This is an optimization exercise on Yosys and OpenROAD, whose aim is small area and a short achievable clock period, not a production implementation. In this exercise RTL edits were held to simulation tests only and were not proved equivalent to the original. No activity file was given, so power comes from the tool's default toggle rates.

==> flow/design.v <==
package ioPlatformPkg;
  typedef logic [31:0] ioAddrT;
  typedef logic [63:0] ioDataT;
  typedef enum logic [1:0] {
    DevErr,
    DevClint,
    DevPlic
  } ioDevE;
  localparam ioAddrT ClintBase = 32'h1140_0000;
  localparam ioAddrT ClintMask = 32'h0000_FFFF;
  localparam ioAddrT PlicBase  = 32'h1100_0000;
  localparam ioAddrT PlicMask  = 32'h003F_FFFF;
  localparam ioAddrT ClintMsipOff = 32'h0000_0000;
  localparam ioAddrT ClintCmpOff  = 32'h0000_4000;
  localparam ioAddrT ClintTimeOff = 32'h0000_BFF8;
  localparam ioAddrT PlicPrioOff  = 32'h0000_0000;
  localparam ioAddrT PlicPendOff  = 32'h0000_1000;
  localparam ioAddrT PlicEnOff    = 32'h0000_2000;
  localparam ioAddrT PlicThrOff   = 32'h0020_0000;
  localparam ioAddrT PlicClaimOff = 32'h0020_0008;
  localparam int PrioWidth = 3;
endpackage
module ioPlatformTop #(
  parameter int NumHarts = 2,
  parameter int NumIrqs  = 8
) (
  input  logic                clk_i,
  input  logic                arstN_i,
  input  logic                reqValid_i,
  input  logic                reqWrite_i,
  input  ioPlatformPkg::ioAddrT              reqAddr_i,
  input  ioPlatformPkg::ioDataT              reqWdata_i,
  input  logic                uartIrq_i,
  input  logic                sdIrq_i,
  output logic                rspValid_o,
  output ioPlatformPkg::ioDataT              rspData_o,
  output logic                rspErr_o,
  output logic [NumHarts-1:0] msip_o,
  output logic [NumHarts-1:0] mtip_o,
  output logic [NumHarts-1:0] extIrq_o
);
  logic [31:0] a;
  logic [63:0] w;
  assign a = reqAddr_i;
  assign w = reqWdata_i;
  logic inClint, inPlic;
  assign inClint = a[31:16] == 16'h1140;
  assign inPlic  = a[31:22] == 10'h044;
  logic       cMsip0, cMsip1, cCmp0, cCmp1, cTime;
  logic [7:0] pPrio;
  logic       pPend, pEn0, pEn1, pThr0, pThr1, pClm0, pClm1;
  assign cMsip0 = inClint && a[15:0] == 16'h0000;
  assign cMsip1 = inClint && a[15:0] == 16'h0008;
  assign cCmp0  = inClint && a[15:0] == 16'h4000;
  assign cCmp1  = inClint && a[15:0] == 16'h4008;
  assign cTime  = inClint && a[15:0] == 16'hBFF8;
  always_comb begin
    for (int s = 0; s < 8; s++) begin
      pPrio[s] = inPlic && a[21:6] == 16'h0 && a[5:3] == 3'(s) && a[2:0] == 3'h0;
    end
  end
  assign pPend = inPlic && a[21:0] == 22'h00_1000;
  assign pEn0  = inPlic && a[21:0] == 22'h00_2000;
  assign pEn1  = inPlic && a[21:0] == 22'h00_2080;
  assign pThr0 = inPlic && a[21:0] == 22'h20_0000;
  assign pThr1 = inPlic && a[21:0] == 22'h20_1000;
  assign pClm0 = inPlic && a[21:0] == 22'h20_0008;
  assign pClm1 = inPlic && a[21:0] == 22'h20_1008;
  logic rd, wr;
  assign rd = reqValid_i && !reqWrite_i;
  assign wr = reqValid_i && reqWrite_i;
  logic [63:0] mtimeQ;
  logic [63:0] cmp0Q, cmp1Q;
  logic [1:0]  cmpZeroQ;
  logic [1:0]  msipQ;
  logic [2:0]  prioQ [8];
  logic [7:0]  en0Q, en1Q;
  logic [2:0]  thr0Q, thr1Q;
  logic [2:1]  pendQ, inflQ;
  logic        validQ, errQ;
  logic [63:0] rdQ;
  logic [1:0]  mtipQ, extQ;
  logic       cand01, cand02, cand11, cand12;
  logic [1:0] best0, best1;
  assign cand01 = pendQ[1] && en0Q[1] && prioQ[1] != 3'd0;
  assign cand02 = pendQ[2] && en0Q[2] && prioQ[2] != 3'd0;
  assign cand11 = pendQ[1] && en1Q[1] && prioQ[1] != 3'd0;
  assign cand12 = pendQ[2] && en1Q[2] && prioQ[2] != 3'd0;
  assign best0 = (cand02 && (!cand01 || prioQ[2] > prioQ[1])) ? 2'd2 : cand01 ? 2'd1 : 2'd0;
  assign best1 = (cand12 && (!cand11 || prioQ[2] > prioQ[1])) ? 2'd2 : cand11 ? 2'd1 : 2'd0;
  logic [2:1] claim, complete;
  logic       cplOk;
  assign cplOk = wr && (pClm0 || pClm1) && w[63:3] == 61'h0;
  assign claim[1]    = rd && ((pClm0 && best0 == 2'd1) || (pClm1 && best1 == 2'd1));
  assign claim[2]    = rd && ((pClm0 && best0 == 2'd2) || (pClm1 && best1 == 2'd2));
  assign complete[1] = cplOk && w[2:0] == 3'd1;
  assign complete[2] = cplOk && w[2:0] == 3'd2;
  logic [63:0] mtimeP1, mtimeD, cmp0D, cmp1D;
  logic [1:0]  cmpZeroD, msipD;
  logic [2:0]  prioD [8];
  logic [7:0]  en0D, en1D;
  logic [2:0]  thr0D, thr1D;
  logic [2:1]  lines, pendD, inflD;
  assign mtimeP1 = mtimeQ + 64'd1;
  assign mtimeD  = (wr && cTime) ? w : mtimeP1;
  assign cmp0D   = (wr && cCmp0) ? w : cmp0Q;
  assign cmp1D   = (wr && cCmp1) ? w : cmp1Q;
  assign cmpZeroD[0] = cmpZeroQ[0] && !(wr && cCmp0);
  assign cmpZeroD[1] = cmpZeroQ[1] && !(wr && cCmp1);
  assign msipD[0] = (wr && cMsip0) ? w[0] : msipQ[0];
  assign msipD[1] = (wr && cMsip1) ? w[0] : msipQ[1];
  always_comb begin
    prioD[0] = 3'd0;
    for (int s = 1; s < 8; s++) begin
      prioD[s] = (wr && pPrio[s]) ? w[2:0] : prioQ[s];
    end
  end
  assign en0D  = (wr && pEn0)  ? w[7:0] : en0Q;
  assign en1D  = (wr && pEn1)  ? w[7:0] : en1Q;
  assign thr0D = (wr && pThr0) ? w[2:0] : thr0Q;
  assign thr1D = (wr && pThr1) ? w[2:0] : thr1Q;
  assign lines = {sdIrq_i, uartIrq_i};
  assign pendD = (pendQ | (lines & ~inflQ)) & ~claim;
  assign inflD = (inflQ | claim) & ~complete;
  logic geWC0, geWC1, geTW, geTC0, geTC1;
  logic [1:0] mtipD;
  assign geWC0 = cmpZeroQ[0] || w >= cmp0Q;
  assign geWC1 = cmpZeroQ[1] || w >= cmp1Q;
  assign geTW  = mtimeP1 >= w;
  assign geTC0 = cmpZeroQ[0] || mtimeP1 >= cmp0Q;
  assign geTC1 = cmpZeroQ[1] || mtimeP1 >= cmp1Q;
  assign mtipD[0] = (wr && cTime) ? geWC0 : (wr && cCmp0) ? geTW : geTC0;
  assign mtipD[1] = (wr && cTime) ? geWC1 : (wr && cCmp1) ? geTW : geTC1;
  logic [1:0] extD;
  assign extD[0] = (pendD[1] && en0D[1] && prioD[1] > thr0D) ||
                   (pendD[2] && en0D[2] && prioD[2] > thr0D);
  assign extD[1] = (pendD[1] && en1D[1] && prioD[1] > thr1D) ||
                   (pendD[2] && en1D[2] && prioD[2] > thr1D);
  logic [63:0] rdD;
  always_comb begin
    rdD = ({64{rd && cTime}} & mtimeQ)
        | ({64{rd && cCmp0 && !cmpZeroQ[0]}} & cmp0Q)
        | ({64{rd && cCmp1 && !cmpZeroQ[1]}} & cmp1Q);
    rdD[0] = rdD[0] | (rd && cMsip0 && msipQ[0]) | (rd && cMsip1 && msipQ[1]);
    for (int s = 1; s < 8; s++) begin
      rdD[2:0] = rdD[2:0] | ({3{rd && pPrio[s]}} & prioQ[s]);
    end
    rdD[2:1] = rdD[2:1] | ({2{rd && pPend}} & pendQ);
    rdD[7:0] = rdD[7:0] | ({8{rd && pEn0}} & en0Q) | ({8{rd && pEn1}} & en1Q);
    rdD[2:0] = rdD[2:0] | ({3{rd && pThr0}} & thr0Q) | ({3{rd && pThr1}} & thr1Q);
    rdD[1:0] = rdD[1:0] | ({2{rd && pClm0}} & best0) | ({2{rd && pClm1}} & best1);
  end
  always_ff @(posedge clk_i or negedge arstN_i) begin
    if (!arstN_i) begin
      mtimeQ   <= '0;
      cmpZeroQ <= '1;
      msipQ    <= '0;
      for (int s = 0; s < 8; s++) begin
        prioQ[s] <= '0;
      end
      en0Q     <= '0;
      en1Q     <= '0;
      thr0Q    <= '0;
      thr1Q    <= '0;
      pendQ    <= '0;
      inflQ    <= '0;
      validQ   <= 1'b0;
      errQ     <= 1'b0;
      mtipQ    <= '1;
      extQ     <= '0;
    end else begin
      mtimeQ   <= mtimeD;
      cmpZeroQ <= cmpZeroD;
      msipQ    <= msipD;
      for (int s = 0; s < 8; s++) begin
        prioQ[s] <= prioD[s];
      end
      en0Q     <= en0D;
      en1Q     <= en1D;
      thr0Q    <= thr0D;
      thr1Q    <= thr1D;
      pendQ    <= pendD;
      inflQ    <= inflD;
      validQ   <= reqValid_i;
      errQ     <= reqValid_i && !inClint && !inPlic;
      mtipQ    <= mtipD;
      extQ     <= extD;
    end
  end
  always_ff @(posedge clk_i) begin
    cmp0Q <= cmp0D;
    cmp1Q <= cmp1D;
    rdQ   <= rdD;
  end
  assign rspValid_o = validQ;
  assign rspErr_o   = errQ;
  assign rspData_o  = rdQ;
  assign msip_o     = msipQ;
  assign mtip_o     = mtipQ;
  assign extIrq_o   = extQ;
endmodule
make LEC_CHECK=0 CAP_MARGIN=20 CORE_MARGIN=2 CORE_UTILIZATION=40 SLEW_MARGIN=20 finish   # period 13.0 ns
run.sh (not shown) runs the stock make flow with config.mk's settings and CLKGATE_MAP_FILE= SYNTH_SCRIPT=/design/flow/synth_recipe.tcl, a recipe that flattens the netlist after the stock synthesis.
==> next run, changes <==
--- a/flow/design.v
+++ b/flow/design.v
@@ -40,12 +40,24 @@
   output logic [NumHarts-1:0] extIrq_o
 );
   logic [31:0] a;
   logic [63:0] w;
   assign a = reqAddr_i;
   assign w = reqWdata_i;
+  function automatic logic geq64(logic [63:0] x, logic [63:0] y);
+    logic [63:0] g, l;
+    g = x & ~y;
+    l = ~x & y;
+    for (int span = 1; span < 64; span = span * 2) begin
+      for (int i = 0; i + span < 64; i = i + 2 * span) begin
+        g[i] = g[i + span] | (~l[i + span] & g[i]);
+        l[i] = l[i + span] | (~g[i + span] & l[i]);
+      end
+    end
+    geq64 = ~l[0];
+  endfunction
   logic inClint, inPlic;
   assign inClint = a[31:16] == 16'h1140;
   assign inPlic  = a[31:22] == 10'h044;
   logic       cMsip0, cMsip1, cCmp0, cCmp1, cTime;
   logic [7:0] pPrio;
   logic       pPend, pEn0, pEn1, pThr0, pThr1, pClm0, pClm1;
@@ -98,13 +110,17 @@
   logic [63:0] mtimeP1, mtimeD, cmp0D, cmp1D;
   logic [1:0]  cmpZeroD, msipD;
   logic [2:0]  prioD [8];
   logic [7:0]  en0D, en1D;
   logic [2:0]  thr0D, thr1D;
   logic [2:1]  lines, pendD, inflD;
-  assign mtimeP1 = mtimeQ + 64'd1;
+  always_comb begin
+    for (int i = 0; i < 64; i++) begin
+      mtimeP1[i] = mtimeQ[i] ^ (&(mtimeQ | ~((64'd1 << i) - 64'd1)));
+    end
+  end
   assign mtimeD  = (wr && cTime) ? w : mtimeP1;
   assign cmp0D   = (wr && cCmp0) ? w : cmp0Q;
   assign cmp1D   = (wr && cCmp1) ? w : cmp1Q;
   assign cmpZeroD[0] = cmpZeroQ[0] && !(wr && cCmp0);
   assign cmpZeroD[1] = cmpZeroQ[1] && !(wr && cCmp1);
   assign msipD[0] = (wr && cMsip0) ? w[0] : msipQ[0];
@@ -121,17 +137,17 @@
   assign thr1D = (wr && pThr1) ? w[2:0] : thr1Q;
   assign lines = {sdIrq_i, uartIrq_i};
   assign pendD = (pendQ | (lines & ~inflQ)) & ~claim;
   assign inflD = (inflQ | claim) & ~complete;
   logic geWC0, geWC1, geTW, geTC0, geTC1;
   logic [1:0] mtipD;
-  assign geWC0 = cmpZeroQ[0] || w >= cmp0Q;
-  assign geWC1 = cmpZeroQ[1] || w >= cmp1Q;
-  assign geTW  = mtimeP1 >= w;
-  assign geTC0 = cmpZeroQ[0] || mtimeP1 >= cmp0Q;
-  assign geTC1 = cmpZeroQ[1] || mtimeP1 >= cmp1Q;
+  assign geWC0 = cmpZeroQ[0] || geq64(w, cmp0Q);
+  assign geWC1 = cmpZeroQ[1] || geq64(w, cmp1Q);
+  assign geTW  = geq64(mtimeP1, w);
+  assign geTC0 = cmpZeroQ[0] || geq64(mtimeP1, cmp0Q);
+  assign geTC1 = cmpZeroQ[1] || geq64(mtimeP1, cmp1Q);
   assign mtipD[0] = (wr && cTime) ? geWC0 : (wr && cCmp0) ? geTW : geTC0;
   assign mtipD[1] = (wr && cTime) ? geWC1 : (wr && cCmp1) ? geTW : geTC1;
   logic [1:0] extD;
   assign extD[0] = (pendD[1] && en0D[1] && prioD[1] > thr0D) ||
                    (pendD[2] && en0D[2] && prioD[2] > thr0D);
   assign extD[1] = (pendD[1] && en1D[1] && prioD[1] > thr1D) ||
What happened: Clock power increases by roughly a tenth. Clock skew decreases by 0.0062 ns. Sequential power stays flat. Worst setup slack gets worse by 0.021 ns. Flip-flop and latch count does not change. Via count increases by well over a third. First-iteration DRC count increases by well over a third. Routed wire length increases by a quarter to a third. Cell area increases by a little under a tenth. Clock-buffer cell count increases by 1. Register-to-register slack gets worse by 0.65 ns. Hold slack gets better by 0.0048 ns. Final cell count increases by a quarter to a third. Core utilization decreases by 1.4 points.

-- afterwards: timing with drivers on the ports --
Ports are ideal in the flow. The routed layouts listed here were re-timed in OpenROAD.
Step 1: set_driving_cell puts a clkbuf_16 on clk_i and a buf_2 on each other input, an assumption about the parent block.
Step 2 adds t to the input delays and takes it off the output delays; t is the mean of the earliest and latest rising clock arrival at the registers after step 1. Input paths then give back, and output paths get back, about the clock's delay inside the block.
a / b / c = ideal / step 1 / step 2; a / b = the first two.
run | t (ns) | setup WS [ns] | hold WS [ns] | worst setup path at the end
the first run | 0.627 | 6.621 / 6.660 / 6.032 | 0.483 / 0.483 / 0.483 | input to register
the second run | 0.639 | 6.600 / 6.562 / 5.923 | 0.488 / 0.488 / 0.488 | input to register
After both steps every run listed still meets setup and hold. For the second run, which loses most, drivers alone change the setup slack by -0.038 ns; drivers and shift together by -0.677 ns.
